Context: an optimization exercise on an open-source flow, tuned for small area and a short achievable clock period. The choices shown serve that exercise and are no tape-out recipe.
Where RTL was checked, it was by simulation tests only, not by an equivalence proof against the original.
Only the layout flow was run in runs 2 to 5, 7 and 8; the RTL was not checked for function there.
No activity file was given, so power comes from the tool's default toggle rates.

==> flow/design.v <==
module pipelined_div #(
   parameter int unsigned N = 16,
   parameter int unsigned D = 16
) (
   input  logic         clk,
   input  logic         rst,
   input  logic         ce,
   input  logic         in_valid,
   input  logic [N-1:0] dividend,
   input  logic [D-1:0] divisor,
   output logic         out_valid,
   output logic [N-1:0] quotient,
   output logic [D-1:0] remainder
);
   logic [N:0] vld_q;
   always_ff @(posedge clk) begin
      if (!rst) vld_q <= '0;
      else if (ce) vld_q <= {vld_q[N-1:0], in_valid};
   end
   logic [N-1:0] dq_q0;
   logic [D-1:0] div_q0;
   always_ff @(posedge clk) begin
      if (ce) begin
         dq_q0  <= dividend;
         div_q0 <= divisor;
      end
   end
   genvar k;
   generate
      for (k = 0; k < int'(N); k++) begin : g_stage
         logic [N-1:0] dq_in;
         logic [D-1:0] div_in;
         logic [k:0]   trial;
         logic         hi_zero;
         logic         fits;
         logic [k:0]   rem_d;
         logic [N-1:0] dq_d;
         if (k == 0) begin : g_first
            assign dq_in  = dq_q0;
            assign div_in = div_q0;
            assign trial  = dq_in[N-1];
         end else begin : g_next
            assign dq_in  = g_stage[k-1].dq_q;
            assign div_in = g_stage[k-1].div_q;
            assign trial  = {g_stage[k-1].rem_q, dq_in[N-1]};
         end
         if (k + 1 < int'(D)) begin : g_hi
            assign hi_zero = ~|div_in[D-1:k+1];
         end else begin : g_nohi
            assign hi_zero = 1'b1;
         end
         div_step #(.W(k + 1)) u_step (
            .t    (trial),
            .d    (div_in[k:0]),
            .hz   (hi_zero),
            .fits (fits),
            .rem  (rem_d)
         );
         assign dq_d  = {dq_in[N-2:0], fits};
         logic [k:0]   rem_q;
         logic [N-1:0] dq_q;
         logic [D-1:0] div_q;
         if (k + 1 < int'(N)) begin : g_mid
            always_ff @(posedge clk) begin
               if (ce) begin
                  rem_q <= rem_d;
                  dq_q  <= dq_d;
                  div_q <= div_in;
               end
            end
         end else begin : g_last
            always_ff @(posedge clk) begin
               if (!rst) begin
                  rem_q <= '0;
                  dq_q  <= '0;
               end else if (ce) begin
                  rem_q <= rem_d;
                  dq_q  <= dq_d;
               end
            end
            assign div_q = '0;
         end
      end
   endgenerate
   assign out_valid = vld_q[N];
   assign quotient  = g_stage[N-1].dq_q;
   assign remainder = g_stage[N-1].rem_q;
endmodule
module div_step #(
   parameter int W = 16
) (
   input  logic [W-1:0] t,
   input  logic [W-1:0] d,
   input  logic         hz,
   output logic         fits,
   output logic [W-1:0] rem
);
   localparam int L = (W > 8) ? 4 : (W > 4) ? 3 : (W > 2) ? 2 : 1;
   logic [W-1:0] g [L+1];
   logic [W-1:0] p [L+1];
   logic [W:0]   b;
   always_comb begin
      g[0] = ~t & d;
      p[0] = ~(t ^ d);
      for (int l = 0; l < L; l++) begin
         for (int i = 0; i < W; i++) begin
            if (i >= (1 << l)) begin
               g[l+1][i] = g[l][i] | (p[l][i] & g[l][i-(1<<l)]);
               p[l+1][i] = p[l][i] & p[l][i-(1<<l)];
            end else begin
               g[l+1][i] = g[l][i];
               p[l+1][i] = p[l][i];
            end
         end
      end
      b = {g[L], 1'b0};
      fits = hz & ~b[W];
      rem = t ^ ({W{fits}} & (d ^ b[W-1:0]));
   end
endmodule
==> flow/run.sh <==
#!/bin/bash
# synth_recipe.tcl (not shown) runs the flow's synth.tcl, then flattens the netlist and writes it again
# the make line also repeats each setting of config.mk as NAME=value (left out here)
make -C /OpenROAD-flow-scripts/flow DESIGN_CONFIG=/design/flow/config.mk WORK_HOME=/design/flow/orfs CLKGATE_MAP_FILE= SYNTH_SCRIPT=/design/flow/synth_recipe.tcl finish
==> flow/config.mk <==
export PLATFORM = sky130hd
export DESIGN_NAME = pipelined_div
export DESIGN_NICKNAME = pipelined_div
export VERILOG_FILES = /design/flow/design.v
export SDC_FILE = /design/flow/constraint.sdc
export NUM_CORES = 4
export LEC_CHECK = 0
export ABC_AREA = 1
export CAP_MARGIN = 20
export CORE_MARGIN = 2
export CORE_UTILIZATION = 40
export SETUP_SLACK_MARGIN = 1.8
export SLEW_MARGIN = 20
==> flow/constraint.sdc <==
create_clock -name core_clock -period 4.0 [get_ports {clk}]
set_input_delay 0.8000 -clock core_clock [delete_from_list [all_inputs] [get_ports {clk}]]
set_output_delay 0.8000 -clock core_clock [all_outputs]
set_load 0.01 [all_outputs]
==> results.yml, run 1 <==
run_status:
  status: "complete, no violations"
critical_path:
  crit_family: "simple AND/OR/NAND/NOR gates"
  worst-path-buf-inv: 4
  worstPathCellList: "inv_1, ha_1, nand2_2, o21ai_1, nor3b_4, buf_6, nand2_8, buf_6, o21ai_4, nand3_2, nand2_1, inv_1"
  critPathRequiredTime_ns: 4.52
  r2r-start: "g_stage[14].rem_q[13]"
  slowest_stage: "edfxtp_1"
  critPathMaxStageDelay_ns: 0.41
  r2r_slack_ns: 1.78
  path_max_fanout: 6
  crit_arrival_ns: 2.74
  worstSetupEndpointType: "register"
  crit_type: "reg2reg"
  reg2regPathDepth: 12
  r2r-end: "g_stage[15].rem_q[3]"
  cp-start-kind: "register"
yosys:
  synth_top_area_share_pct: 63.9
  synth_edf_count: 632
  synth_top_family_by_area: "simple AND/OR/NAND/NOR gates"
  synth_adder_area_share_pct: 5.06
  synth-compound-area-share_pct: 5.21
  synth-simple-area-share_pct: 14.0
  synth_area_leaders: "edfxtp_1, nand2_1, ha_1, inv_1, dfxtp_1"
  synth_mux_area_share_pct: 0
  synth_cells: 2473
  synth_cell_types: 55
  ys_warn_count: 49
  avgSynthCellArea_sq_um: 12.0
  syn_area_sq_um: 29700
  syn_nets: 2629
  synth_seq_cells: 681
  yosys.area_share.xor_xnor_pct: 4.36
  synth_flop_cell: "edfxtp_1"
  synth_top_area_cell: "edfxtp_1"
  ys_seq_area_share_pct: 67.2
  synthArstFlopShare_pct: 0
timing:
  final.setup.tns_ns: 0
  hold_violations: 0
  timing.slew.headroom_pct: 47.0
  clock_skew_ns: 0.0244
  setup_ws_ns: 1.78
  slew_violations: 0
  period_needed_ns: 2.22
  period_share_pct: 55.4
  rsz0062_at_grt: "true"
  max_freq_ghz: 0.451
  worstMarginPinSlew_ns: 0.788
  setup_violations: 0
place:
  place_ws_ns: 1.26
  port_buffers: 68
  place_congestion: 0.874
  post-place-cells: 3501
  dpl.hpwl_mm: 39.6
floorplan:
  die_w_um: 276
  fp.dieH_um: 276
  io_pins: 69
  initial_utilization_pct: 40.6
  dieArea_sq_um: 76400
  rows: 99
  core_sq_um: 73200
finish:
  final_common_cell: "edfxtp_1"
  num-fill-cells: 6317
  final_cells: 3763
  diodes: 0
  most-common-layout-cells: "edfxtp_1, nand2_1, inv_1"
  syn2layout_area_growth_pct: 22.8
  final_core_util_pct: 49.8
  drive_above_1_share_pct: 18.7
  final_nets: 2896
power:
  ir_drop_uv: 370
  power.density_nw_per_um2: 485
  p_leak_nw: 14.6
run:
  max-cap-violations: 0
global_route:
  grt_pass1_vias: 18288
  grt_pass1_wl_mm: 93.3
  grt_usage_pct: 15.1
  overflow: 0
  grt_start_max_net_pins: 83
  antenna_found_initial: 0
clocking:
  cts_tree: "yes"
  cts_root_buf: "clkbuf_16"
  cts.path.max_buffers: 3
  clkSinkCount: 681
  htreeDepth: 3
  cts_buffers: 76
  clk_latency_ns: 0.62
  clk_pin_slew_ns: 0.06
detailed_routing:
  drt-initial-drc-count: 1073
  num_vias: 18449
  drc_errors: 0
  drtPass1Iterations: 6
  detail-route-antenna-nets: 0
  via_per_inst: 4.90
  routed_wl_mm: 59.5
  wl_per_cell_um: 15.8
min_path:
  whs_path_depth: 0
  hp-class: "reg2reg"
  min_from: "g_stage[6].dq_q[6]"
  min_to: "g_stage[7].dq_q[7]"
-- synth_stat cells, types with 3 or more instances --
cell type,instances
edfxtp_1,632
nand2_1,486
inv_1,272
nor2_1,216
ha_1,120
nand3_1,101
xor2_1,98
a21oi_1,78
o21ai_0,59
xnor2_1,50
dfxtp_1,49
nand4_1,34
o21ai_1,32
nor4_1,26
inv_2,23
nand3b_1,19
nor3_1,18
a21o_1,17
o21bai_1,16
or2_2,15
clkbuf_1,12
nand2_2,11
or2_1,8
o21ai_2,7
a21oi_2,5
a31oi_1,5
buf_6,5
o21a_1,5
o21bai_2,4
a211oi_1,3
a31o_2,3
nand3_2,3
nor2_4,3
nor3_2,3
o31ai_1,3
-- through the flow --
stage	area [sq um]	total power, mW	hold slack (ns)
floorplan	29700	9.70	0.400
global placement	31700	10.3	0.400
detailed placement	31700	10.3	0.405
CTS	35000	17.6	0.405
global route	36500	18.5	0.409
finish	36500	17.7	0.406
-- timing repair --
| item | CTS | global route |
|---|---|---|
| setup endpoints to repair | 126 | 114 |
| hold buffers | 0 | 0 |
| buffers inserted | 38 | 75 |
| resized for setup | 93 | 180 |
| pin swaps | 22 | 71 |
| gates cloned | 4 | 3 |
-- kinds of logic after synthesis --
| family | count (synthesis) |
|---|---|
| AOI/OAI and AO/OA | 251 |
| xor gates and xnor gates | 148 |
| adders and majority gates | 120 |
| buffers and inverters | 319 |
| DFF | 681 |
| and+or+nand+nor | 954 |
-- power by group --
| part | internal (mW) | leakage, nW | switching, mW | total (mW) |
|---|---|---|---|---|
| combinational | 0.827 | 6.78 | 1.23 | 2.05 |
| sequential | 8.30 | 6.61 | 0.241 | 8.54 |
| clock | 4.25 | 1.25 | 2.85 | 7.10 |
-- state kept, by name, summed over array words and instances, names as in the netlist --
register       cells
g_stage.rem_q    136
vld_q             17
g_stage.dq_q     256
dq_q0             16
div_q0            16
g_stage.div_q    240
-- worst register-to-register path, stage by stage (launching register included) --
cell,delay (ns)
edfxtp_1,0.41
inv_1,0.10
ha_1,0.34
nand2_2,0.12
o21ai_1,0.12
nor3b_4,0.30
buf_6,0.16
nand2_8,0.09
buf_6,0.14
o21ai_4,0.12
nand3_2,0.10
nand2_1,0.09
inv_1,0.03
-- worst max path at each step --
| stage | startpoint | endpoint | slack (ns) | cells past startpoint |
|---|---|---|---|---|
| 2_1_floorplan | g_stage[13].div_q[2] | g_stage[14].rem_q[10] | 2.02 | 9 |
| 3_3_place_gp | g_stage[11].rem_q[7] | g_stage[12].rem_q[9] | 1.29 | 9 |
| 3_5_place_dp | rst | g_stage[15].rem_q[14] | 1.26 | 5 |
| 4_1_cts | g_stage[14].rem_q[9] | g_stage[15].rem_q[3] | 1.77 | 14 |
| 5_1_grt | g_stage[14].div_q[9] | g_stage[15].rem_q[3] | 1.68 | 14 |
| 6_report | g_stage[14].rem_q[13] | g_stage[15].rem_q[3] | 1.78 | 12 |
-- per-layer routing --
layer | GRT usage (%) | vias up | routed length [um]
li1 | - | 9099 | -
met1 | 18.0 | 8917 | 24900
met2 | 27.4 | 328 | 31100
met3 | 2.59 | 105 | 2100
met4 | 5.03 | 0 | 1310
met5 | 0 | - | 0
-- cell type report --
class | instances | area, sq um | share of cell area, %
clock inverters | 49 | 618 | 1.70
well taps | 959 | 1200 | 3.29
inverters | 297 | 1130 | 3.11
flip-flops and latches | 681 | 20000 | 54.7
repair buffers | 204 | 1830 | 5.01
clock buffers | 93 | 1990 | 5.45
multi-input cells | 1480 | 9740 | 26.7
==> inputs of run 2 (changes only) <==
--- a/flow/design.v
+++ b/flow/design.v
@@ -96,5 +96,5 @@
    output logic [W-1:0] rem
 );
-   localparam int L = (W > 8) ? 4 : (W > 4) ? 3 : (W > 2) ? 2 : 1;
+   localparam int L = (W > 1) ? $clog2(W) : 1;
    logic [W-1:0] g [L+1];
    logic [W-1:0] p [L+1];
--- a/flow/config.mk
+++ b/flow/config.mk
@@ -6,5 +6,4 @@
 export NUM_CORES = 4
 export LEC_CHECK = 0
-export ABC_AREA = 1
 export CAP_MARGIN = 20
 export CORE_MARGIN = 2
==> run 2 against run 1 <==
  * Largest power group unchanged
  * Critical endpoint is now g_stage[15].rem_q[6]
  * Largest cell class unchanged
  * Combinational power down about 10%
  * Worst hold slack better by 0.0045 ns
  * Sequential share of layout area up 2.9 points
==> results.yml, run 2 <==
clocking:
  cts_buffers: 74
  cts_tree: "yes"
  clkSinkCount: 681
  cts_root_buf: "clkbuf_16"
  cts.path.max_buffers: 3
  clk_latency_ns: 0.62
  holdBufCountCts: 0
  clk_pin_slew_ns: 0.06
  htreeDepth: 3
critical_path:
  path_max_fanout: 5
  crit_type: "reg2reg"
  reg2regPathDepth: 10
  r2r-start: "g_stage[14].div_q[2]"
  r2r_slack_ns: 1.33
  worstSetupEndpointType: "register"
  cp-start-kind: "register"
  crit_arrival_ns: 3.14
  critPathRequiredTime_ns: 4.47
  r2r-end: "g_stage[15].rem_q[6]"
power:
  p_sw_share_pct: 23.2
  p_sw_mw: 3.93
  ir_drop_uv: 381
  p_seq_share_pct: 50.2
  pwr-share-clk_pct: 39.0
  power.density_nw_per_um2: 491
  p_int_mw: 13.1
  p_leak_nw: 13.3
  combinationalPowerShare_pct: 10.9
timing:
  timing.slew.headroom_pct: 48.8
  period_needed_ns: 2.67
  setup_violations: 0
  hold_violations: 0
  slew_violations: 0
  max_freq_ghz: 0.375
  final.setup.tns_ns: 0
  clock_skew_ns: 0.0244
  rsz0062_at_grt: "true"
  period_share_pct: 66.7
  worstMarginPinSlew_ns: 0.768
global_route:
  grt_most_used_layer: "met2"
  grt_usage_pct: 12.4
  use_met2_pct: 24.1
  antenna_found_initial: 0
  grt_pass1_wl_mm: 72.2
  grt_pass1_vias: 15157
  overflow: 0
  grtUsageMet1_pct: 12.6
  met3_usage_pct: 2.62
  grt_start_max_net_pins: 91
yosys:
  yosysMostFrequentCell: "edfxtp_1"
  ys_warn_count: 49
  synth_top_area_share_pct: 68.2
  syn_area_sq_um: 27800
  synth_area_leaders: "edfxtp_1, xnor2_1, ha_1, dfxtp_1, nand2_1"
  syn_nets: 1989
  synth_cell_types: 72
  ys_seq_area_share_pct: 71.7
  synth_top_area_cell: "edfxtp_1"
  synth_cells: 1833
  synth_common_cells: "edfxtp_1, xnor2_1, nand2_1"
  avgSynthCellArea_sq_um: 15.2
  synthArstFlopShare_pct: 0
  synth_flop_cell: "edfxtp_1"
  synth_seq_cells: 681
  synth_edf_count: 632
detailed_routing:
  drt-initial-drc-count: 793
  detail-route-antenna-nets: 0
  via_per_inst: 4.79
  wl_per_cell_um: 14.4
  drc_errors: 0
  num_vias: 14776
  drtPass1Iterations: 5
  routed_wl_mm: 44.3
finish:
  final_nets: 2248
  regMostFlops: "g_stage.dq_q"
  drive_above_1_share_pct: 21.6
  largest_reg_flops: 256
  top_regs: "g_stage.dq_q x256, g_stage.div_q x240, g_stage.rem_q x136"
  final_common_cell: "edfxtp_1"
  most-common-layout-cells: "edfxtp_1, xnor2_1, inv_1"
  syn2layout_area_growth_pct: 24.5
  final_cells: 3082
  diodes: 0
floorplan:
  fp.dieH_um: 268
  rows: 96
  initial_utilization_pct: 40.5
  dieArea_sq_um: 71700
  core_sq_um: 68700
  die_w_um: 268
  io_pins: 69
min_path:
  min_to: "g_stage[6].dq_q[15]"
  min_from: "g_stage[5].dq_q[14]"
  hp-class: "reg2reg"
  whs_path_depth: 0
place:
  port_buffers: 68
  post-place-cells: 2834
  dpl.hpwl_mm: 26.9
  place_congestion: 0.892
run_status:
  status: "complete, no violations"
run:
  max-cap-violations: 0
## run 2: changes by cell type in the layout (fill, tap and decap cells not counted), moves of 26 or more
cell     before  now
inv_1       247  135
o21ai_0      54   26
nor2_1      211   70
a21o_1       17   48
xor2_1       92   57
nand3_1      88   13
mux2i_1       0   39
nand2_1     453   72
xnor2_1      49  151
nand4_1      34    7
inv_2        44    6
nand2_4      11   37
## run 2: layout make-up
cell class              count  area (sq um)
fillers                  5789         34100
inverters                 141           529
clock buffers              90          1910
well taps                 931          1160
clock inverters            45           473
flip-flops and latches    681         20000
multi-input cells         999          8800
repair buffers            195          1790
## run 2: cell families after synthesis
| group | after synthesis | synth area share (%) |
|---|---|---|
| mux | 39 | 1.40 |
| buf+inv | 159 | 2.19 |
| flops | 681 | 71.7 |
| compound gates | 243 | 5.91 |
| xor+xnor | 232 | 7.30 |
| simple gates | 359 | 6.04 |
| fa+ha+maj | 120 | 5.40 |
## run 2: metrics by stage
stage | setup WS, ns | total power, mW | instance area (sq um) | hold slack [ns] | utilization, %
after global placement | 1.09 | 10.1 | 30200 | 0.401 | 43.9
after detailed placement | 0.954 | 10.1 | 30200 | 0.405 | 43.9
after global routing | 1.26 | 17.7 | 34600 | 0.421 | 50.4
final | 1.33 | 17.0 | 34600 | 0.410 | 50.4
after CTS | 1.37 | 17.0 | 33700 | 0.414 | 49.0
after floorplan | 1.53 | 9.64 | 28200 | 0.400 | -
## run 2: how the worst max path moves through the flow
stage | from | slack (ns) | cells past startpoint | endpoint
final | g_stage[14].div_q[2] | 1.33 | 10 | g_stage[15].rem_q[6]
after global routing | g_stage[12].rem_q[1] | 1.26 | 10 | g_stage[13].rem_q[12]
after CTS | g_stage[12].rem_q[1] | 1.37 | 10 | g_stage[13].rem_q[12]
after detailed placement | g_stage[10].div_q[2] | 0.95 | 9 | g_stage[11].rem_q[9]
after global placement | g_stage[10].div_q[2] | 1.09 | 9 | g_stage[11].rem_q[9]
after floorplan | g_stage[12].div_q[1] | 1.53 | 9 | g_stage[13].rem_q[12]
## run 2: power by group through the flow
stage,clock [mW],sequential [mW],combinational [mW]
after floorplan,0,8.62,1.02
after global routing,7.13,8.57,2.02
after detailed placement,0,8.68,1.47
after CTS,6.85,8.52,1.66
final,6.62,8.52,1.84
after global placement,0,8.66,1.41
## run 2: worst max-delay path, cell delays in order (launching register included)
cell and delay [ns]:
edfxtp_1 0.45, ha_4 0.31, nand4b_1 0.15, a2111o_1 0.51
o211ai_1 0.21, nand3_2 0.20, o2bb2ai_4 0.22, buf_4 0.18
nand2_2 0.07, xnor2_1 0.15, a211oi_2 0.10
## run 2: timing repair
action | 4_1_cts | 5_1_grt
resized for setup | 141 | 125
buffers inserted | 72 | 35
endpoints found under the setup margin | 175 | 137
gates cloned | 5 | 1
pin swaps | 53 | 104
## run 2: metal layers
metal  part of all wire (%)  routed length, um  up-vias
met2                     57              25100      217
met4                    3.8               1680        0
li1                       -                  -     7279
met3                    3.3               1440      120
met5                      0                  0        -
met1                     36              16000     7160
==> inputs of run 3 (changes only) <==
--- a/flow/config.mk
+++ b/flow/config.mk
@@ -9,4 +9,4 @@
 export CORE_MARGIN = 2
 export CORE_UTILIZATION = 40
-export SETUP_SLACK_MARGIN = 1.8
+export SETUP_SLACK_MARGIN = 2.2
 export SLEW_MARGIN = 20
==> run 3 against run 2 <==
  * Still clean on timing, DRC and antenna
  * Total power grew 0.97%
  * First-iteration DRC count shrank 9.6%
  * Utilization grew 0.78 points
  * Clock skew grew 0.0027 ns
  * Routed wire length shrank 0.22%
  * Register-to-register slack is essentially flat
  * Global-route usage is essentially flat
  * Synthesized area is the same
  * Largest power group unchanged
==> results.yml, run 3 <==
yosys:
  avgSynthCellArea_sq_um: 15.2
  yosys.area_share.xor_xnor_pct: 7.30
  synth_top_area_share_pct: 68.2
  ys_seq_area_share_pct: 71.7
  synth_adder_area_share_pct: 5.40
  synth_mux_area_share_pct: 1.40
  synth_cell_types: 72
  ys_warn_count: 49
  synth_top_family_by_area: "XOR/XNOR gates"
  synth_cells: 1833
  synth_flop_cell: "edfxtp_1"
  syn_area_sq_um: 27800
  synth-compound-area-share_pct: 5.91
  synth_top_area_cell: "edfxtp_1"
  yosysMostFrequentCell: "edfxtp_1"
  synth-simple-area-share_pct: 6.04
  synthArstFlopShare_pct: 0
  synth_area_leaders: "edfxtp_1, xnor2_1, ha_1, dfxtp_1, nand2_1"
  synth_common_cells: "edfxtp_1, xnor2_1, nand2_1"
  synth_seq_cells: 681
  syn_nets: 1989
  synth_edf_count: 632
finish:
  final_nets: 2288
  most-common-layout-cells: "edfxtp_1, xnor2_1, inv_1"
  regMostFlops: "g_stage.dq_q"
  drive_above_1_share_pct: 26.4
  largest_reg_flops: 256
  final_cells: 3121
  final_common_cell: "edfxtp_1"
  top_regs: "g_stage.dq_q x256, g_stage.div_q x240, g_stage.rem_q x136"
  syn2layout_area_growth_pct: 26.4
  diodes: 0
critical_path:
  cp-start-kind: "register"
  crit_top_cell: "xnor2_1"
  crit_type: "reg2reg"
  worstPathCellList: "ha_1, and4b_1, o2111a_2, or4_4, a31o_4, a41oi_2, xnor2_1, nand2_1, xnor2_1"
  critPathRequiredTime_ns: 4.36
  critPathMaxStageDelay_ns: 0.42
  crit_arrival_ns: 3.03
  worstSetupEndpointType: "register"
  slowest_stage: "or4_4"
  path_max_fanout: 3
clocking:
  clk_latency_ns: 0.62
  cts_tree: "yes"
  cts.path.max_buffers: 3
  holdBufCountCts: 0
  cts_buffers: 77
  clk_pin_slew_ns: 0.06
  cts_root_buf: "clkbuf_16"
  clkSinkCount: 681
  htreeDepth: 3
timing:
  hold_violations: 0
  setup_violations: 0
  max_freq_ghz: 0.374
  hold_ws_ns: 0.412
  worstMarginPinSlew_ns: 0.731
  setup_ws_ns: 1.33
  timing.slew.headroom_pct: 50.9
  period_needed_ns: 2.67
  rsz0062_at_grt: "true"
  slew_violations: 0
  final.setup.tns_ns: 0
  clock_skew_ns: 0.0271
  period_share_pct: 66.8
floorplan:
  io_pins: 69
  core_sq_um: 68700
  dieArea_sq_um: 71700
  fp.dieH_um: 268
  die_w_um: 268
  rows: 96
  initial_utilization_pct: 40.5
global_route:
  grt_pass1_wl_mm: 72.5
  grt_pass1_vias: 15420
  overflow: 0
  antenna_found_initial: 0
  grt_usage_pct: 12.4
  grt_start_max_net_pins: 108
place:
  port_buffers: 68
  place_ws_ns: 0.979
  place_congestion: 0.898
  post-place-cells: 2831
  dpl.hpwl_mm: 26.3
detailed_routing:
  via_per_inst: 4.76
  drtPass1Iterations: 4
  drc_errors: 0
  detail-route-antenna-nets: 0
  routed_wl_mm: 44.2
  num_vias: 14870
  drt-initial-drc-count: 717
  wl_per_cell_um: 14.2
power:
  p_leak_nw: 13.5
  ir_drop_uv: 293
  power.density_nw_per_um2: 488
run:
  max-cap-violations: 0
run_status:
  status: "complete, no violations"
min_path:
  hp-class: "reg2reg"
## run 3: critical path: cells and delay by family (launching register included)
kind | cells | cell delay [ns]
compound gates | 3 | 0.74
xor+xnor | 2 | 0.26
fa+ha+maj | 1 | 0.32
flops | 1 | 0.39
simple gates | 3 | 0.72
## run 3: final cells by class
| type | count | area (sq um) |
|---|---|---|
| repair buffers | 235 | 2250 |
| inverters | 141 | 529 |
| multi-input cells | 996 | 8800 |
| clock buffers | 105 | 2090 |
| fillers | 5682 | 33500 |
| clock inverters | 32 | 329 |
| well taps | 931 | 1160 |
| flip-flops and latches | 681 | 20000 |
## run 3: power by group
part	switching, mW	internal (mW)	total, mW	leakage, nW
Clock	2.74	3.95	6.69	1.17
Combinational	1.00	0.921	1.92	5.75
Sequential	0.229	8.31	8.54	6.62
Total	3.97	13.2	17.2	13.5
## run 3: path summary, 6_finish.rpt
check | startpoint | to | slack, ns | cells past startpoint
setup / recovery | g_stage[12].div_q[1] | g_stage[13].rem_q[12] | 1.33 | 9
hold / removal | g_stage[13].dq_q[8] | g_stage[14].dq_q[9] | 0.41 | 0
hold reg to reg | g_stage[13].dq_q[8] | g_stage[14].dq_q[9] | 0.41 | 0
setup reg to reg | g_stage[12].div_q[1] | g_stage[13].rem_q[12] | 1.33 | 9
## run 3: metrics by stage
step | power [mW] | cell area, sq um | util (%)
global placement | 10.1 | 30300 | 44.1
floorplan | 9.67 | 28400 | -
finish | 17.2 | 35200 | 51.2
CTS | 17.2 | 34300 | 49.9
global route | 17.9 | 35200 | 51.2
detailed placement | 10.2 | 30300 | 44.1
## run 3: per-layer routing
layer	wire length [um]	part of all wire (%)	GRT usage, %
met1	16300	37	12.4
met2	25200	57	24.4
met3	1420	3.2	2.69
met4	1300	2.9	5.22
met5	0	0	0
## run 3: timing repair
item                       in CTS  in global routing
pin swaps                      85                 91
setup endpoints to repair     216                209
resized for setup             324                100
buffers inserted              111                 38
cloned                          4                  0
## run 3: cell families (layout without fill, tap and decap cells)
group | Yosys count | in the layout
XOR/XNOR | 232 | 232
flip-flops | 681 | 681
AND/OR/NAND/NOR | 359 | 359
adder cells (fa/ha/maj) | 120 | 120
buffers and inverters | 159 | 513
AO/OA/AOI/OAI | 243 | 246
multiplexers | 39 | 39
==> inputs of run 4 (changes only) <==
--- a/flow/config.mk
+++ b/flow/config.mk
@@ -6,4 +6,5 @@
 export NUM_CORES = 4
 export LEC_CHECK = 0
+export ABC_AREA = 1
 export CAP_MARGIN = 20
 export CORE_MARGIN = 2
==> run 4 against run 3 <==
  * Sequential share of layout area is 7.1 points lower
  * Via count increased by 29%
  * Setup slack improved by 0.46 ns
  * Clock power grew 0.6%
  * Combinational power is 44% higher
  * Synthesized cell count is 35% higher
  * Clock-buffer cell count is 12 lower
  * Design area up 14%
  * Worst hold slack improved by 0.0030 ns
  * Routed wire length up 52%
  * First-iteration DRC count is 51% higher
  * Total power up 5.3%
  * Largest cell class unchanged
==> results.yml, run 4 <==
run_status:
  status: "complete, no violations"
yosys:
  yosysMostFrequentCell: "edfxtp_1"
  synth_seq_cells: 681
  synth_top_area_cell: "edfxtp_1"
  synth_cell_types: 55
  synth_cells: 2473
  syn_area_sq_um: 29700
  ys_seq_area_share_pct: 67.2
  synth_area_leaders: "edfxtp_1, nand2_1, ha_1, inv_1, dfxtp_1"
  synth_top_area_share_pct: 63.9
  syn_nets: 2629
  synth_flop_cell: "edfxtp_1"
  synth_edf_count: 632
  ys_warn_count: 49
  synthArstFlopShare_pct: 0
  avgSynthCellArea_sq_um: 12.0
  synth_common_cells: "edfxtp_1, nand2_1, inv_1"
detailed_routing:
  drtPass1Iterations: 7
  routed_wl_mm: 67.3
  detail-route-antenna-nets: 0
  via_per_inst: 4.92
  wl_per_cell_um: 17.2
  drt-initial-drc-count: 1082
  num_vias: 19234
  drc_errors: 0
critical_path:
  critPathRequiredTime_ns: 4.34
  cp-start-kind: "register"
  startpoint: "g_stage[13].div_q[12]"
  worstSetupEndpointType: "register"
  r2r-start: "g_stage[13].div_q[12]"
  crit_type: "reg2reg"
  crit_arrival_ns: 2.55
  path_max_fanout: 7
finish:
  final_common_cell: "edfxtp_1"
  syn2layout_area_growth_pct: 35.2
  largest_reg_flops: 256
  final_core_util_pct: 54.8
  final-seq-area_sq_um: 20000
  num-fill-cells: 5925
  top_regs: "g_stage.dq_q x256, g_stage.div_q x240, g_stage.rem_q x136"
  multi_input_area_sq_um: 12100
  final_nets: 3054
  drive_above_1_share_pct: 38.1
  most-common-layout-cells: "edfxtp_1, nand2_1, buf_4"
  diodes: 0
  regMostFlops: "g_stage.dq_q"
  fin_area_sq_um: 40100
place:
  place_congestion: 0.902
  dpl.hpwl_mm: 43.0
  port_buffers: 68
  place_area_sq_um: 32300
  place_ws_ns: 1.42
floorplan:
  dieArea_sq_um: 76400
  io_pins: 69
  die_w_um: 276
  core_sq_um: 73200
  initial_utilization_pct: 40.6
  fp.dieH_um: 276
  rows: 99
timing:
  slew_violations: 0
  max_freq_ghz: 0.452
  period_needed_ns: 2.21
  worstMarginPinSlew_ns: 0.832
  period_share_pct: 55.3
  setup_ws_ns: 1.79
  hold_ws_ns: 0.415
  clock_skew_ns: 0.0323
  timing.slew.headroom_pct: 44.6
  rsz0062_at_grt: "true"
  setup_violations: 0
  hold_violations: 0
  final.setup.tns_ns: 0
clocking:
  clk_pin_slew_ns: 0.06
  clkSinkCount: 681
  cts_tree: "yes"
  cts.path.max_buffers: 3
  cts_root_buf: "clkbuf_16"
  clk_latency_ns: 0.63
  htreeDepth: 3
  cts_buffers: 74
global_route:
  overflow: 0
  grt_start_max_net_pins: 86
  grt_pass1_wl_mm: 104
  antenna_found_initial: 0
  grt_usage_pct: 17.1
  grt_pass1_vias: 19679
power:
  p_leak_nw: 15.7
  ir_drop_uv: 357
  power.density_nw_per_um2: 450
min_path:
  hp-class: "reg2reg"
  min_from: "g_stage[6].dq_q[1]"
run:
  max-cap-violations: 0
run 4: worst paths after layout:
check / endpoint / slack (ns) / cells after the start
max: g_stage[14].rem_q[5] / 1.79 / 11
min: g_stage[7].dq_q[2] / 0.41 / 0
max reg2reg: g_stage[14].rem_q[5] / 1.79 / 11
min reg2reg: g_stage[7].dq_q[2] / 0.41 / 0
run 4: metal layers:
metal  vias to the layer above  track usage (%)  share of wire, %
met3                       145             2.64               3.0
li1                       9374                -                 -
met5                         -                0                 0
met4                         0             7.02               4.1
met1                      9360             18.0                37
met2                       355             33.3                55
run 4: cells by family after synthesis:
family	synth area share (%)
AND/OR/NAND/NOR	14.0
AO/OA/AOI/OAI	5.21
adder cells (fa/ha/maj)	5.06
XOR/XNOR	4.36
buffers and inverters	4.19
flip-flops	67.2
run 4: critical path, stage by stage (launching register included):
cell      delay [ns]
edfxtp_1        0.53
ha_4            0.35
inv_2           0.04
o21bai_2        0.16
nand3_2         0.13
nand2_1         0.13
a21oi_4         0.06
buf_12          0.13
nand3_4         0.15
nor2_1          0.06
nand2_1         0.09
nand2_1         0.09
run 4: what timing repair did:
action	CTS	global route
setup endpoints to repair	178	177
resized for setup	561	342
pin swaps	155	246
hold endpoints to repair	0	0
cloned	7	2
hold buffers	0	0
buffers inserted	170	106
run 4: through the flow:
| step | std cells | power (mW) |
|---|---|---|
| global placement | 3496 | 10.4 |
| global route | 3913 | 18.8 |
| finish | 3913 | 18.1 |
| CTS | 3805 | 17.8 |
| floorplan | 2473 | 9.80 |
| detailed placement | 3496 | 10.5 |
run 4: layout make-up:
cell class	count	area share (%)
clock inverters	39	1.17
repair buffers	363	8.03
clock buffers	93	4.87
inverters	297	2.95
flip-flops and latches	681	49.8
well taps	959	2.99
multi-input cells	1480	30.2
repair inverters	1	0.0125
run 4: where the power goes:
group | internal, mW | switching (mW) | leakage [nW] | total, mW
combinational | 1.20 | 1.55 | 7.91 | 2.76
clock | 3.91 | 2.83 | 1.16 | 6.73
sequential | 8.30 | 0.269 | 6.62 | 8.57
==> inputs of run 5 (changes only) <==
--- a/flow/config.mk
+++ b/flow/config.mk
@@ -10,4 +10,4 @@
 export CORE_MARGIN = 2
 export CORE_UTILIZATION = 40
-export SETUP_SLACK_MARGIN = 2.2
+export SETUP_SLACK_MARGIN = 1.8
 export SLEW_MARGIN = 20
==> run 5 against run 4 <==
  * Still clean on timing, DRC and antenna
  * Utilization down 5.0 points
  * Largest cell class unchanged
  * Highest routed layer unchanged
  * Synthesized cell count unchanged
  * Synthesized area unchanged
==> results.yml, run 5 <==
clocking:
  cts_buffers: 76
  clk_pin_slew_ns: 0.06
  clkSinkCount: 681
  clk_latency_ns: 0.62
  cts.path.max_buffers: 3
  cts_tree: "yes"
  cts_root_buf: "clkbuf_16"
  htreeDepth: 3
critical_path:
  cp-start-kind: "register"
  worstSetupEndpointType: "register"
  worstPathCellList: "inv_1, ha_1, nand2_2, o21ai_1, nor3b_4, buf_6, nand2_8, buf_6, o21ai_4, nand3_2, nand2_1, inv_1"
  crit_type: "reg2reg"
  slowest_stage: "edfxtp_1"
  critPathRequiredTime_ns: 4.52
  worst-path-buf-inv: 4
  crit_arrival_ns: 2.74
  crit_family: "simple AND/OR/NAND/NOR gates"
  critPathMaxStageDelay_ns: 0.41
  path_max_fanout: 6
timing:
  timing.slew.headroom_pct: 47.0
  max_freq_ghz: 0.451
  setup_ws_ns: 1.78
  period_needed_ns: 2.22
  final.setup.tns_ns: 0
  setup_violations: 0
  period_share_pct: 55.4
  slew_violations: 0
  hold_violations: 0
  worstMarginPinSlew_ns: 0.788
  clock_skew_ns: 0.0244
  rsz0062_at_grt: "true"
floorplan:
  dieArea_sq_um: 76400
  rows: 99
  io_pins: 69
  fp.dieH_um: 276
  initial_utilization_pct: 40.6
  core_sq_um: 73200
  die_w_um: 276
yosys:
  synth_top_area_share_pct: 63.9
  synth_top_area_cell: "edfxtp_1"
  yosysMostFrequentCell: "edfxtp_1"
  synth_cells: 2473
  synthArstFlopShare_pct: 0
  synth_common_cells: "edfxtp_1, nand2_1, inv_1"
  synth_cell_types: 55
  syn_area_sq_um: 29700
  ys_seq_area_share_pct: 67.2
  synth_seq_cells: 681
  synth_flop_cell: "edfxtp_1"
  syn_nets: 2629
  ys_warn_count: 49
  synth_edf_count: 632
  synth_area_leaders: "edfxtp_1, nand2_1, ha_1, inv_1, dfxtp_1"
  avgSynthCellArea_sq_um: 12.0
detailed_routing:
  num_vias: 18449
  wl_per_cell_um: 15.8
  drc_errors: 0
  detail-route-antenna-nets: 0
  drt-initial-drc-count: 1073
  drtPass1Iterations: 6
  met2_wirelength_mm: 31.1
  wl_met1_mm: 24.9
  maxUsedRoutingLayer: "met4"
  dr_wl_met3_mm: 2.10
  routed_wl_mm: 59.5
  via_per_inst: 4.90
finish:
  num-fill-cells: 6317
  final_cells: 3763
  diodes: 0
  largest_reg_flops: 256
  final_common_cell: "edfxtp_1"
  regMostFlops: "g_stage.dq_q"
  final_nets: 2896
  syn2layout_area_growth_pct: 22.8
  most-common-layout-cells: "edfxtp_1, nand2_1, inv_1"
  final_core_util_pct: 49.8
  drive_above_1_share_pct: 18.7
  top_regs: "g_stage.dq_q x256, g_stage.div_q x240, g_stage.rem_q x136"
place:
  port_buffers: 68
  dpl.hpwl_mm: 39.6
  place_congestion: 0.874
  place_ws_ns: 1.26
  post-place-cells: 3501
power:
  p_leak_nw: 14.6
  power_mw: 17.7
  power.density_nw_per_um2: 485
  ir_drop_uv: 370
run:
  max-cap-violations: 0
global_route:
  overflow: 0
  grt_usage_pct: 15.1
  grt_pass1_wl_mm: 93.3
  grt_pass1_vias: 18288
  antenna_found_initial: 0
  grt_start_max_net_pins: 83
min_path:
  hp-class: "reg2reg"
run_status:
  status: "complete, no violations"
## run 5: cell counts after synthesis
No cell type changed its count.
## run 5: kinds of logic after synthesis
family | Yosys count | synth area share [%]
adders and majority gates | 120 | 5.06
AOI/OAI and AO/OA | 251 | 5.21
and+or+nand+nor | 954 | 14.0
DFF | 681 | 67.2
xor gates and xnor gates | 148 | 4.36
buffers and inverters | 319 | 4.19
## run 5: per-layer routing
layer  global-route usage [%]  up-vias
li1                         -     9099
met1                     18.0     8917
met2                     27.4      328
met3                     2.59      105
met4                     5.03        0
met5                        0        -
## run 5: through the flow
| stage | cell area, sq um | hold slack [ns] |
|---|---|---|
| final | 36500 | 0.406 |
| after global routing | 36500 | 0.409 |
| after detailed placement | 31700 | 0.405 |
| after floorplan | 29700 | 0.400 |
| after CTS | 35000 | 0.405 |
| after global placement | 31700 | 0.400 |
## run 5: layout make-up
type / instances / area, sq um / share of cell area [%]
flip-flops and latches: 681 / 20000 / 54.7
multi-input cells: 1480 / 9740 / 26.7
clock buffers: 93 / 1990 / 5.45
repair buffers: 204 / 1830 / 5.01
well taps: 959 / 1200 / 3.29
inverters: 297 / 1130 / 3.11
clock inverters: 49 / 618 / 1.70
## run 5: where the power goes
part / switching [mW] / total (mW) / internal, mW / leakage [nW]
logic: 1.23 / 2.05 / 0.827 / 6.78
clock network: 2.85 / 7.10 / 4.25 / 1.25
registers: 0.241 / 8.54 / 8.30 / 6.61
## run 5: worst paths after layout
check	depth (start not counted)	startpoint	slack (ns)	end
setup / recovery	12	g_stage[14].rem_q[13]	1.78	g_stage[15].rem_q[3]
hold reg to reg	0	g_stage[6].dq_q[6]	0.41	g_stage[7].dq_q[7]
setup reg to reg	12	g_stage[14].rem_q[13]	1.78	g_stage[15].rem_q[3]
hold / removal	0	g_stage[6].dq_q[6]	0.41	g_stage[7].dq_q[7]
## run 5: what timing repair did
item / 4_1_cts / 5_1_grt
gates cloned: 4 / 3
buffers inserted: 38 / 75
hold buffers: 0 / 0
setup endpoints to repair: 126 / 114
pin swaps: 22 / 71
gates resized for setup: 93 / 180
==> inputs of run 6 (changes only) <==
--- a/flow/design.v
+++ b/flow/design.v
@@ -96,5 +96,5 @@
    output logic [W-1:0] rem
 );
-   localparam int L = (W > 1) ? $clog2(W) : 1;
+   localparam int L = (W > 8) ? 4 : (W > 4) ? 3 : (W > 2) ? 2 : 1;
    logic [W-1:0] g [L+1];
    logic [W-1:0] p [L+1];
--- a/flow/config.mk
+++ b/flow/config.mk
@@ -10,4 +10,6 @@
 export CORE_MARGIN = 2
 export CORE_UTILIZATION = 40
+export CTS_BUF_LIST = sky130_fd_sc_hd__clkbuf_4 sky130_fd_sc_hd__clkbuf_8
+export CTS_CLUSTER_SIZE = 30
 export SETUP_SLACK_MARGIN = 1.8
 export SLEW_MARGIN = 20
==> run 6 against run 5 <==
  * Synthesized area did not move
  * Combinational power barely moved
  * Sequential share of layout area rose by 0.41 points
  * Utilization is 0.37 points lower
  * Critical path depth down 2
  * Via count up 0.50%
  * Global-route usage is essentially flat
  * Still clean on timing, DRC and antenna
  * Total power shrank 5.5%
  * Design area shrank 0.74%
  * Setup slack better by 0.035 ns
==> results.yml, run 6 <==
run_status:
  status: "complete, no violations"
critical_path:
  reg2regPathDepth: 10
  worstSetupEndpointType: "register"
  r2r-end: "g_stage[13].rem_q[10]"
  slowest_stage: "edfxtp_1"
  crit_type: "reg2reg"
  r2r_slack_ns: 1.82
  critPathRequiredTime_ns: 4.44
  crit_top_cell: "nand2_4"
  cp-start-kind: "register"
  endpoint: "g_stage[13].rem_q[10]"
  worstPathCellList: "ha_4, nand2_1, nor2_1, nand2_2, nand2_4, nand2_4, o211ai_4, buf_6, nor2_2, xor2_1"
  critPathMaxStageDelay_ns: 0.43
  path_max_fanout: 5
  startpoint: "g_stage[12].div_q[2]"
  r2r-start: "g_stage[12].div_q[2]"
  crit_arrival_ns: 2.62
place:
  dpl.hpwl_mm: 39.6
  port_buffers: 68
  place_congestion: 0.874
finish:
  top_regs: "g_stage.dq_q x256, g_stage.div_q x240, g_stage.rem_q x136"
  final_common_cell: "edfxtp_1"
  most-common-layout-cells: "edfxtp_1, nand2_1, inv_1"
  final_nets: 2945
  final_core_util_pct: 49.4
  drive_above_1_share_pct: 20.8
  num-fill-cells: 6394
  syn2layout_area_growth_pct: 21.9
  largest_reg_flops: 256
  regMostFlops: "g_stage.dq_q"
global_route:
  grt_pass1_vias: 18717
  grt_start_max_net_pins: 83
  grt_pass1_wl_mm: 93.7
  grt_usage_pct: 15.1
  overflow: 0
  antenna_found_initial: 1
yosys:
  synth_top_family_by_area: "simple AND/OR/NAND/NOR gates"
  avgSynthCellArea_sq_um: 12.0
  ys_seq_area_share_pct: 67.2
  synth_top_area_share_pct: 63.9
  synth_top_area_cell: "edfxtp_1"
  synth_seq_cells: 681
  synth_cell_types: 55
  syn_nets: 2629
  synth_edf_count: 632
  syn_area_sq_um: 29700
  synthArstFlopShare_pct: 0
  synth-simple-area-share_pct: 14.0
  yosys.area_share.xor_xnor_pct: 4.36
  synth_area_leaders: "edfxtp_1, nand2_1, ha_1, inv_1, dfxtp_1"
  synth-compound-area-share_pct: 5.21
  ys_warn_count: 49
  yosysMostFrequentCell: "edfxtp_1"
  synth_cells: 2473
  synth_common_cells: "edfxtp_1, nand2_1, inv_1"
  synth_flop_cell: "edfxtp_1"
  synth_mux_area_share_pct: 0
  synth_adder_area_share_pct: 5.06
detailed_routing:
  via_per_inst: 4.83
  wl_met1_mm: 24.7
  detail-route-antenna-nets: 0
  dr_wl_met3_mm: 2.16
  num_vias: 18541
  drt-initial-drc-count: 973
  drc_errors: 0
  maxUsedRoutingLayer: "met4"
  routed_wl_mm: 59.4
  wl_per_cell_um: 15.5
  drtPass1Iterations: 9
  met2_wirelength_mm: 30.9
timing:
  setup_violations: 0
  hold_violations: 0
  period_needed_ns: 2.18
  worstMarginPinSlew_ns: 0.791
  max_freq_ghz: 0.458
  final.setup.tns_ns: 0
  period_share_pct: 54.6
  rsz0062_at_grt: "true"
  clock_skew_ns: 0.0622
  timing.slew.headroom_pct: 47.1
  slew_violations: 0
clocking:
  htreeDepth: 3
  clk_pin_slew_ns: 0.06
  clk_latency_ns: 0.73
  cts_root_buf: "clkbuf_8"
  cts.path.max_buffers: 3
  clkSinkCount: 681
  cts_tree: "yes"
  cts_buffers: 113
floorplan:
  die_w_um: 276
  rows: 99
  initial_utilization_pct: 40.6
  io_pins: 69
  fp.dieH_um: 276
  core_sq_um: 73200
  dieArea_sq_um: 76400
power:
  power.density_nw_per_um2: 462
  ir_drop_uv: 306
  power_mw: 16.7
  p_leak_nw: 14.6
min_path:
  hp-class: "reg2reg"
run:
  max-cap-violations: 0
## run 6: cell counts after synthesis
No cell type changed its count.
## run 6: report_power, final
part / leakage (nW) / total [mW] / internal (mW) / switching (mW)
clock network: 1.23 / 6.13 / 3.39 / 2.74
logic: 6.76 / 2.05 / 0.840 / 1.21
registers: 6.61 / 8.54 / 8.30 / 0.240
total: 14.6 / 16.7 / 12.5 / 4.18
## run 6: through the flow
stage / cell area, sq um / hold WS, ns / cells / setup WS [ns]
final: 36200 / 0.410 / 3842 / 1.82
after global routing: 36200 / 0.420 / 3842 / 1.71
after CTS: 34700 / 0.407 / 3750 / 1.80
after detailed placement: 31700 / 0.405 / 3501 / 1.26
after global placement: 31700 / 0.400 / 3501 / 1.29
after floorplan: 29700 / 0.400 / 2473 / 2.02
## run 6: routing by layer
metal  track usage, %  vias up
li1                 -     9196
met1             17.6     8896
met2             27.4      325
met3             2.95      124
met4             5.52        0
met5                0        -
## run 6: cell type report
cell class / instances / area (sq um) / area share (%)
antenna: 1 / 2.50 / 0.00691
clock buffer: 162 / 1940 / 5.35
inverter: 297 / 1130 / 3.13
tap: 959 / 1200 / 3.32
multi-input combinational: 1478 / 9650 / 26.7
sequential: 681 / 20000 / 55.1
timing repair buffer: 218 / 1950 / 5.38
clock inverter: 46 / 363 / 1.00
## run 6: kinds of logic after synthesis
kind of cell,after synthesis
AO/OA/AOI/OAI,251
AND/OR/NAND/NOR,954
adder cells (fa/ha/maj),120
flip-flops,681
XOR/XNOR,148
buffers and inverters,319
## run 6: timing repair
action                                  4_1_cts  5_1_grt
resized for setup                           102      170
endpoints found under the setup margin      126      119
pin swaps                                    20       59
buffers inserted                             39       88
cloned                                        2        3
hold buffers                                  0        0
## run 6: worst max-delay path, delay by kind of cell (launching register included)
kind / cells / cell delay (ns)
AOI/OAI and AO/OA: 1 / 0.36
DFF: 1 / 0.43
buffers and inverters: 1 / 0.16
and+or+nand+nor: 6 / 0.46
xor gates and xnor gates: 1 / 0.16
adders and majority gates: 1 / 0.33
## run 6: worst min-delay path by stage
| stage | from | endpoint | slack, ns | cells after the start |
|---|---|---|---|---|
| floorplan | dq_q0[9] | g_stage[0].dq_q[10] | 0.40 | 0 |
| global placement | g_stage[0].dq_q[0] | g_stage[1].dq_q[1] | 0.40 | 0 |
| detailed placement | dq_q0[9] | g_stage[0].dq_q[10] | 0.40 | 0 |
| CTS | g_stage[1].dq_q[3] | g_stage[2].dq_q[4] | 0.41 | 0 |
| global route | g_stage[9].dq_q[10] | g_stage[10].dq_q[11] | 0.42 | 0 |
| finish | g_stage[1].dq_q[3] | g_stage[2].dq_q[4] | 0.41 | 0 |
==> inputs of run 7 (changes only) <==
--- a/flow/design.v
+++ b/flow/design.v
@@ -102,5 +102,5 @@
    always_comb begin
       g[0] = ~t & d;
-      p[0] = ~(t ^ d);
+      p[0] = ~t | d;
       for (int l = 0; l < L; l++) begin
          for (int i = 0; i < W; i++) begin
==> run 7 against run 6 <==
  * Clock-buffer cell count shrank 10
  * Utilization shrank 3.0 points
  * Still clean on timing, DRC and antenna
  * First-iteration DRC count grew 1.7%
  * Global-route usage shrank 1.1 points
  * Die area shrank 3.7%
  * Non-clock buffer count shrank 114
  * Design area shrank 8.8%
  * Via count shrank 4.9%
  * Setup slack gained 0.046 ns
  * Register-to-register slack gained 0.05 ns
  * Sequential power is essentially flat
  * Sequential share of layout area grew 5.3 points
==> results.yml, run 7 <==
run_status:
  status: "complete, no violations"
yosys:
  synthArstFlopShare_pct: 0
  synth_cell_types: 59
  avgSynthCellArea_sq_um: 11.5
  synth_area_leaders: "edfxtp_1, nand2_1, nor2_1, inv_1, xor2_1"
  synth_flop_cell: "edfxtp_1"
  synth_cells: 2492
  yosysMostFrequentCell: "edfxtp_1"
  synth_edf_count: 632
  synth_top_area_share_pct: 66.4
  synth_top_area_cell: "edfxtp_1"
  synth_common_cells: "edfxtp_1, nand2_1, nor2_1"
  syn_area_sq_um: 28600
  ys_seq_area_share_pct: 69.8
  ys_warn_count: 49
  syn_nets: 2528
  synth_seq_cells: 681
power:
  p_sw_share_pct: 24.5
  pwr-share-clk_pct: 36.7
  combinationalPowerShare_pct: 8.9
  p_leak_nw: 13.5
  p_int_mw: 11.8
  p_seq_share_pct: 54.4
  power.density_nw_per_um2: 475
  power_mw: 15.7
  p_sw_mw: 3.85
  ir_drop_uv: 287
place:
  post-place-cells: 3497
  dpl.hpwl_mm: 34.8
  place_ws_ns: 1.22
  port_buffers: 68
  place_congestion: 0.923
global_route:
  overflow: 0
  grt_start_max_net_pins: 135
  antenna_found_initial: 1
  grt_most_used_layer: "met2"
  met3_usage_pct: 3.05
  grt_pass1_vias: 17507
  grt_usage_pct: 14.0
  grtUsageMet1_pct: 14.9
  use_met2_pct: 26.5
  grt_pass1_wl_mm: 84.1
detailed_routing:
  drc_errors: 0
  drtPass1Iterations: 5
  detail-route-antenna-nets: 0
  drt-initial-drc-count: 990
  via_per_inst: 4.72
  num_vias: 17625
  routed_wl_mm: 52.0
  wl_per_cell_um: 13.9
floorplan:
  dieArea_sq_um: 73600
  core_sq_um: 71100
  rows: 98
  die_w_um: 271
  initial_utilization_pct: 40.2
  io_pins: 69
  fp.dieH_um: 271
finish:
  final_cells: 3734
  num-fill-cells: 6445
  final_common_cell: "edfxtp_1"
  final_nets: 2728
  largest_reg_flops: 256
  top_regs: "g_stage.dq_q x256, g_stage.div_q x240, g_stage.rem_q x136"
  most-common-layout-cells: "edfxtp_1, nand2_1, nor2_1"
  drive_above_1_share_pct: 12.0
  regMostFlops: "g_stage.dq_q"
  syn2layout_area_growth_pct: 15.5
clocking:
  cts_root_buf: "clkbuf_8"
  clk_pin_slew_ns: 0.06
  cts_tree: "yes"
  cts_buffers: 110
  cts.path.max_buffers: 3
  clkSinkCount: 681
  clk_latency_ns: 0.72
  holdBufCountCts: 0
  htreeDepth: 3
timing:
  clock_skew_ns: 0.0395
  worstMarginPinSlew_ns: 0.793
  hold_ws_ns: 0.408
  rsz0062_at_grt: "true"
  timing.slew.headroom_pct: 47.1
  slew_violations: 0
  period_share_pct: 53.4
  hold_violations: 0
  setup_violations: 0
  period_needed_ns: 2.14
  setup_ws_ns: 1.86
  max_freq_ghz: 0.468
  final.setup.tns_ns: 0
critical_path:
  cp-start-kind: "register"
  path_max_fanout: 9
  critPathRequiredTime_ns: 4.45
  crit_arrival_ns: 2.58
  crit_type: "reg2reg"
  worstSetupEndpointType: "register"
run:
  max-cap-violations: 0
min_path:
  hp-class: "reg2reg"
run 7: through the flow:
| step | area [sq um] | utilization (%) |
|---|---|---|
| global route | 33000 | 46.4 |
| detailed placement | 30500 | 42.8 |
| finish | 33000 | 46.4 |
| CTS | 32700 | 46.0 |
| floorplan | 28600 | - |
| global placement | 30500 | 42.8 |
run 7: worst max-delay path, cell delays in order, from the launching register on:
cell      delay [ns]
edfxtp_1        0.42
inv_1           0.10
nand2_1         0.09
nand2_1         0.08
o21ai_0         0.12
a31oi_1         0.28
nand2_2         0.20
a21oi_4         0.20
buf_12          0.14
o21ai_0         0.09
xor2_1          0.15
run 7: repair_timing:
item / CTS / global route
gates resized for setup: 64 / 42
endpoints found under the setup margin: 91 / 82
pin swaps: 3 / 10
gates cloned: 2 / 4
setup buffers: 6 / 21
run 7: final timing paths:
path / from / end / slack [ns] / cells after the start
max: g_stage[13].div_q[4] / g_stage[14].rem_q[1] / 1.86 / 10
min: g_stage[8].dq_q[5] / g_stage[9].dq_q[6] / 0.41 / 0
max reg2reg: g_stage[13].div_q[4] / g_stage[14].rem_q[1] / 1.86 / 10
min reg2reg: g_stage[8].dq_q[5] / g_stage[9].dq_q[6] / 0.41 / 0
run 7: power by group through the flow:
stage / Sequential, mW / Clock (mW) / Combinational, mW
2_1_floorplan: 8.61 / 0 / 0.882
3_3_place_gp: 8.67 / 0 / 1.30
3_5_place_dp: 8.69 / 0 / 1.33
4_1_cts: 8.54 / 6.00 / 1.36
5_1_grt: 8.59 / 6.29 / 1.59
6_report: 8.54 / 5.76 / 1.40
run 7: cell families after synthesis:
| logic type | after synthesis | share of synthesized area, % |
|---|---|---|
| buffers and inverters | 331 | 4.55 |
| and+or+nand+nor | 1113 | 16.6 |
| DFF | 681 | 69.8 |
| xor gates and xnor gates | 147 | 4.58 |
| AOI/OAI and AO/OA | 220 | 4.41 |
run 7: final cells by class:
type | count | area, sq um | area share [%]
clock buffers | 152 | 1840 | 5.56
repair inverters | 1 | 8.76 | 0.0265
clock inverters | 51 | 313 | 0.947
repair buffers | 104 | 1030 | 3.13
diodes | 1 | 2.50 | 0.00758
well taps | 950 | 1190 | 3.60
multi-input cells | 1485 | 7490 | 22.7
inverters | 309 | 1170 | 3.56
flip-flops and latches | 681 | 20000 | 60.5
run 7: metal layers:
metal	part of all wire [%]	wire length (um)	vias up
met2	54	28100	335
met1	39	20200	8274
li1	-	-	8870
met3	3.8	1950	146
met4	3.4	1780	0
met5	0	0	-
==> inputs of run 8 (changes only) <==
--- a/flow/config.mk
+++ b/flow/config.mk
@@ -10,6 +10,7 @@
 export CORE_MARGIN = 2
 export CORE_UTILIZATION = 40
-export CTS_BUF_LIST = sky130_fd_sc_hd__clkbuf_4 sky130_fd_sc_hd__clkbuf_8
-export CTS_CLUSTER_SIZE = 30
+export CTS_BUF_LIST = sky130_fd_sc_hd__clkbuf_16
+export CTS_CLUSTER_DIAMETER = 100
+export CTS_CLUSTER_SIZE = 25
 export SETUP_SLACK_MARGIN = 1.8
 export SLEW_MARGIN = 20
==> run 8 against run 7 <==
  * Still clean on timing, DRC and antenna
  * Via count decreased by 2.8%
  * First-iteration DRC count grew 12%
  * Critical path depth unchanged
  * Sequential power barely moved
  * Register-to-register slack about the same
  * Flip-flop and latch count did not move
  * Critical path type unchanged
  * Largest cell class unchanged
  * Highest routed layer unchanged
==> results.yml, run 8 <==
detailed_routing:
  wl_met1_mm: 20.0
  num_vias: 17138
  dr_wl_met3_mm: 1.18
  via_per_inst: 4.79
  detail-route-antenna-nets: 0
  routed_wl_mm: 50.6
  maxUsedRoutingLayer: "met4"
  wl_per_cell_um: 14.1
  drc_errors: 0
  met2_wirelength_mm: 28.1
  drt-initial-drc-count: 1113
  drtPass1Iterations: 5
yosys:
  synth_cell_types: 59
  syn_nets: 2528
  synth_cells: 2492
  syn_area_sq_um: 28600
  synth_edf_count: 632
  synth_seq_cells: 681
  ys_warn_count: 49
  synth_top_area_share_pct: 66.4
  synth_area_leaders: "edfxtp_1, nand2_1, nor2_1, inv_1, xor2_1"
  synth_common_cells: "edfxtp_1, nand2_1, nor2_1"
  synth_flop_cell: "edfxtp_1"
  avgSynthCellArea_sq_um: 11.5
  ys_seq_area_share_pct: 69.8
  synthArstFlopShare_pct: 0
  synth_top_area_cell: "edfxtp_1"
  yosysMostFrequentCell: "edfxtp_1"
timing:
  rsz0062_at_grt: "true"
  slew_violations: 0
  clock_skew_ns: 0.0155
  hold_ws_ns: 0.420
  period_share_pct: 53.6
  worstMarginPinSlew_ns: 0.771
  setup_violations: 0
  max_freq_ghz: 0.466
  hold_violations: 0
  period_needed_ns: 2.15
  final.setup.tns_ns: 0
  timing.slew.headroom_pct: 48.6
clocking:
  cts_tree: "yes"
  clk_latency_ns: 0.59
  cts_buffers: 35
  holdBufCountCts: 0
  cts.path.max_buffers: 3
  clkSinkCount: 681
  clk_pin_slew_ns: 0.09
  htreeDepth: 2
  cts_root_buf: "clkbuf_16"
run:
  max-cap-violations: 0
finish:
  final_nets: 2654
  drive_above_1_share_pct: 7.45
  fin_area_sq_um: 31900
  multi_input_area_sq_um: 7510
  most-common-layout-cells: "edfxtp_1, nand2_1, nor2_1"
  regMostFlops: "g_stage.dq_q"
  num-fill-cells: 6473
  diodes: 0
  top_regs: "g_stage.dq_q x256, g_stage.div_q x240, g_stage.rem_q x136"
  final-seq-area_sq_um: 20000
  syn2layout_area_growth_pct: 11.6
  final_cells: 3581
  largest_reg_flops: 256
  final_common_cell: "edfxtp_1"
power:
  p_leak_nw: 12.9
  power_mw: 13.8
  power.density_nw_per_um2: 432
  ir_drop_uv: 241
global_route:
  grt_pass1_wl_mm: 81.9
  grt_usage_pct: 13.5
  overflow: 0
  antenna_found_initial: 1
  grt_pass1_vias: 16851
  grt_start_max_net_pins: 135
critical_path:
  startpoint: "g_stage[13].div_q[4]"
  critPathRequiredTime_ns: 4.33
  crit_type: "reg2reg"
  worstSetupEndpointType: "register"
  r2r-end: "g_stage[14].rem_q[1]"
  cp-start-kind: "register"
  reg2regPathDepth: 10
  crit_arrival_ns: 2.47
  r2r_slack_ns: 1.85
  path_max_fanout: 9
  endpoint: "g_stage[14].rem_q[1]"
  r2r-start: "g_stage[13].div_q[4]"
place:
  place_congestion: 0.923
  port_buffers: 68
  place_area_sq_um: 30500
  post-place-cells: 3497
  dpl.hpwl_mm: 34.8
floorplan:
  core_sq_um: 71100
  dieArea_sq_um: 73600
  fp.dieH_um: 271
  rows: 98
  die_w_um: 271
  io_pins: 69
  initial_utilization_pct: 40.2
run_status:
  status: "complete, no violations"
min_path:
  hp-class: "reg2reg"
[run 8: cell counts after synthesis]
No cell type changed its count.
[run 8: final cells by class]
class	instances	share of cell area [%]
Inverter	309	3.68
Clock inverter	15	0.482
Timing Repair inverter	1	0.0274
Tap cell	950	3.72
Clock buffer	35	2.74
Multi-Input combinational cell	1484	23.5
Timing Repair Buffer	106	3.27
Sequential cell	681	62.5
[run 8: stage by stage]
step | utilization [%] | worst slack (ns)
finish | 44.9 | 1.85
global route | 44.9 | 1.67
CTS | 44.4 | 1.82
detailed placement | 42.8 | 1.22
global placement | 42.8 | 1.28
floorplan | - | 2.22
[run 8: critical path, cell delays in order (launching register included)]
cell	delay, ns
edfxtp_1	0.44
inv_1	0.10
nand2_1	0.09
nand2_1	0.08
o21ai_0	0.11
a31oi_1	0.25
nand2_2	0.20
a21oi_4	0.22
buf_12	0.14
o21ai_0	0.09
xor2_1	0.15
[run 8: power breakdown]
group | internal (mW) | total, mW | leakage (nW) | switching [mW]
Combinational | 0.492 | 1.40 | 5.76 | 0.913
Sequential | 8.28 | 8.51 | 6.61 | 0.239
Clock | 1.66 | 3.88 | 0.524 | 2.22
[run 8: timing repair]
item,CTS,global route
pin swaps,3,7
setup buffers,7,22
gates resized for setup,40,43
cloned,2,3
endpoints found under the setup margin,91,77
[run 8: worst min-delay path by stage]
stage                             start  slack (ns)  depth (start not counted)             endpoint
global placement    g_stage[5].dq_q[11]        0.40                          0  g_stage[6].dq_q[12]
floorplan                      dq_q0[9]        0.40                          0  g_stage[0].dq_q[10]
CTS                 g_stage[10].dq_q[7]        0.42                          0  g_stage[11].dq_q[8]
finish                         dq_q0[4]        0.42                          0   g_stage[0].dq_q[5]
detailed placement             dq_q0[2]        0.40                          0   g_stage[0].dq_q[3]
global route                   dq_q0[4]        0.43                          0   g_stage[0].dq_q[5]
[run 8: per-layer routing]
metal  vias to the layer above  track usage (%)
met5                         -                0
met4                         0             4.32
met3                        83             1.69
met2                       240             26.6
met1                      8165             14.8
li1                       8650                -
[run 8: kinds of logic after synthesis]
group	count (synthesis)	share of synthesized area [%]
AOI/OAI and AO/OA	220	4.41
xor gates and xnor gates	147	4.58
buffers and inverters	331	4.55
DFF	681	69.8
and+or+nand+nor	1113	16.6
==> inputs of run 9 (changes only) <==
--- a/flow/design.v
+++ b/flow/design.v
@@ -39,9 +39,9 @@
             assign dq_in  = dq_q0;
             assign div_in = div_q0;
-            assign trial  = dq_in[N-1];
+            assign trial  = ~dq_in[N-1];
          end else begin : g_next
             assign dq_in  = g_stage[k-1].dq_q;
             assign div_in = g_stage[k-1].div_q;
-            assign trial  = {g_stage[k-1].rem_q, dq_in[N-1]};
+            assign trial  = {g_stage[k-1].rem_q, ~dq_in[N-1]};
          end
          if (k + 1 < int'(D)) begin : g_hi
@@ -64,5 +64,5 @@
             always_ff @(posedge clk) begin
                if (ce) begin
-                  rem_q <= rem_d;
+                  rem_q <= rem_d;   
                   dq_q  <= dq_d;
                   div_q <= div_in;
@@ -75,5 +75,5 @@
                   dq_q  <= '0;
                end else if (ce) begin
-                  rem_q <= rem_d;
+                  rem_q <= ~rem_d;
                   dq_q  <= dq_d;
                end
@@ -101,6 +101,6 @@
    logic [W:0]   b;
    always_comb begin
-      g[0] = ~t & d;
-      p[0] = ~t | d;
+      g[0] = t & d;
+      p[0] = t | d;
       for (int l = 0; l < L; l++) begin
          for (int i = 0; i < W; i++) begin
==> run 9 against run 8 <==
  * Routed wire length decreased by 0.47%
  * Critical endpoint is now g_stage[14].rem_q[0]
  * Maximum frequency rose by 3.0%
  * Design area shrank 0.47%
  * Setup slack improved by 0.062 ns
  * Synthesized cell count decreased by 1.2%
  * Critical path type unchanged
  * Die area fell by 0.72%
  * Via count is 0.76% higher
  * Synthesized area fell by 0.73%
  * Sequential share of layout area up 0.29 points
  * Utilization is 0.41 points higher
==> results.yml, run 9 <==
yosys:
  yosysMostFrequentCell: "edfxtp_1"
  synth_top_area_cell: "edfxtp_1"
  synth_flop_cell: "edfxtp_1"
  synth_cell_types: 50
  synth_seq_cells: 681
  syn_nets: 2497
  synth_edf_count: 632
  synth_cells: 2461
  avgSynthCellArea_sq_um: 11.5
  synth_area_leaders: "edfxtp_1, nand2_1, nor2_1, dfxtp_1, inv_1"
  synth_common_cells: "edfxtp_1, nand2_1, nor2_1"
  syn_area_sq_um: 28400
  ys_warn_count: 49
  synthArstFlopShare_pct: 0
  ys_seq_area_share_pct: 70.3
  synth_top_area_share_pct: 66.9
global_route:
  antenna_found_initial: 0
  grt_usage_pct: 13.7
  overflow: 0
  grt_pass1_vias: 16927
  grt_start_max_net_pins: 136
  grt_pass1_wl_mm: 82.8
timing:
  clock_skew_ns: 0.0217
  final.setup.tns_ns: 0
  rsz0062_at_grt: "true"
  period_needed_ns: 2.08
  hold_violations: 0
  timing.slew.headroom_pct: 50.2
  worstMarginPinSlew_ns: 0.744
  max_freq_ghz: 0.480
  setup_violations: 0
  slew_violations: 0
  period_share_pct: 52.1
power:
  power.density_nw_per_um2: 438
  ir_drop_uv: 324
  p_leak_nw: 12.3
critical_path:
  crit_type: "reg2reg"
  crit_family: "compound AO/OA/AOI/OAI gates"
  r2r-start: "g_stage[13].div_q[4]"
  r2r-end: "g_stage[14].rem_q[0]"
  startpoint: "g_stage[13].div_q[4]"
  path_max_fanout: 6
  reg2regPathDepth: 10
  crit_arrival_ns: 2.43
  crit_top_cell: "nand2_1"
  worstPathCellList: "inv_2, a21oi_1, a21oi_2, o21ai_4, nand2_1, nand2_1, a21oi_4, buf_4, nand2_1, xor2_1"
  cp-start-kind: "register"
  critPathRequiredTime_ns: 4.34
  slowest_stage: "edfxtp_1"
  worst-path-buf-inv: 2
  worstSetupEndpointType: "register"
  r2r_slack_ns: 1.92
  critPathMaxStageDelay_ns: 0.49
finish:
  largest_reg_flops: 256
  fin_area_sq_um: 31800
  regMostFlops: "g_stage.dq_q"
  diodes: 0
  syn2layout_area_growth_pct: 11.9
  drive_above_1_share_pct: 7.29
  most-common-layout-cells: "edfxtp_1, nand2_1, nor2_1"
  final_nets: 2628
  final_common_cell: "edfxtp_1"
  top_regs: "g_stage.dq_q x256, g_stage.div_q x240, g_stage.rem_q x136"
place:
  port_buffers: 68
  dpl.hpwl_mm: 35.7
  place_area_sq_um: 30200
  place_congestion: 0.868
detailed_routing:
  routed_wl_mm: 50.3
  num_vias: 17269
  drc_errors: 0
  drt-initial-drc-count: 1093
  drtPass1Iterations: 8
  detail-route-antenna-nets: 0
  via_per_inst: 4.87
  wl_per_cell_um: 14.2
floorplan:
  fp.dieH_um: 270
  initial_utilization_pct: 40.5
  io_pins: 69
  rows: 97
  die_w_um: 270
  dieArea_sq_um: 73100
  core_sq_um: 70100
clocking:
  clk_latency_ns: 0.58
  cts_tree: "yes"
  clk_pin_slew_ns: 0.10
  htreeDepth: 2
  cts_root_buf: "clkbuf_16"
  cts.path.max_buffers: 3
  cts_buffers: 35
  clkSinkCount: 681
  holdBufCountCts: 0
min_path:
  hp-class: "reg2reg"
  min_from: "g_stage[8].dq_q[3]"
  whs_path_depth: 0
  min_to: "g_stage[9].dq_q[4]"
run:
  max-cap-violations: 0
run_status:
  status: "complete, no violations"
==> run 9: cell types whose count changed after synthesis, moves of 21 or more <==
cell / change
xnor2_1: +37
inv_1: -76
xor2_1: -50
nand2_2: -21
a21oi_1: +22
nor2_1: +43
==> run 9: timing repair <==
item / 4_1_cts / 5_1_grt
gates resized for setup: 39 / 50
hold endpoints to repair: 0 / 0
pin swaps: 1 / 10
setup endpoints to repair: 58 / 67
cloned: 0 / 1
buffers inserted: 7 / 31
==> run 9: logic make-up (layout without fill, tap and decap cells) <==
family                 Yosys count  in the layout  synth area share (%)
flip-flops                     681            681                  70.3
AND/OR/NAND/NOR               1140           1140                  17.0
buffers and inverters          253            400                  3.54
XOR/XNOR                       131            131                  4.04
AO/OA/AOI/OAI                  256            256                  5.11
==> run 9: cell type report <==
cell class	instances	area, sq um
multi-input cells	1527	7580
repair buffers	119	1080
well taps	940	1180
clock buffers	37	926
fillers	6434	38400
flip-flops and latches	681	20000
clock inverters	16	176
inverters	228	868
==> run 9: per-stage QoR <==
stage | util, % | setup WS (ns) | hold WS (ns) | total power [mW] | std cells
floorplan | - | 2.24 | 0.400 | 9.48 | 2461
global placement | 43.1 | 1.52 | 0.400 | 9.97 | 3456
detailed placement | 43.1 | 1.47 | 0.405 | 10.0 | 3456
CTS | 44.7 | 1.80 | 0.411 | 14.1 | 3516
global route | 45.3 | 1.74 | 0.414 | 14.6 | 3548
finish | 45.3 | 1.92 | 0.407 | 13.9 | 3548
==> run 9: worst max-delay path by stage <==
stage          slack [ns]  cells past startpoint                     to
2_1_floorplan        2.24                     14  g_stage[12].rem_q[10]
4_1_cts              1.80                     10  g_stage[14].rem_q[12]
3_5_place_dp         1.47                      5   g_stage[15].rem_q[2]
6_report             1.92                     10   g_stage[14].rem_q[0]
3_3_place_gp         1.52                      5   g_stage[15].rem_q[1]
5_1_grt              1.74                     11  g_stage[14].rem_q[10]
==> run 9: metal layers <==
metal,up-vias,part of all wire [%],global-route usage (%)
met5,-,0,0
li1,8681,-,-
met1,8226,42,16.1
met2,275,52,25.7
met4,0,3.0,4.49
met3,87,2.9,1.97
==> run 9: power by group <==
part	switching [mW]	total [mW]	internal (mW)
clock	2.18	4.03	1.85
combinational	0.860	1.35	0.492
sequential	0.265	8.54	8.27
total	3.31	13.9	10.6

Re-timed with assumed drivers on the ports (clkbuf_16 on the clock, buf_2 on other inputs), run 9 has 1.909 ns of setup slack against 1.917 ns with ideal ports, and 1.466 ns once port delays also move by the mid clock arrival of 0.624 ns.
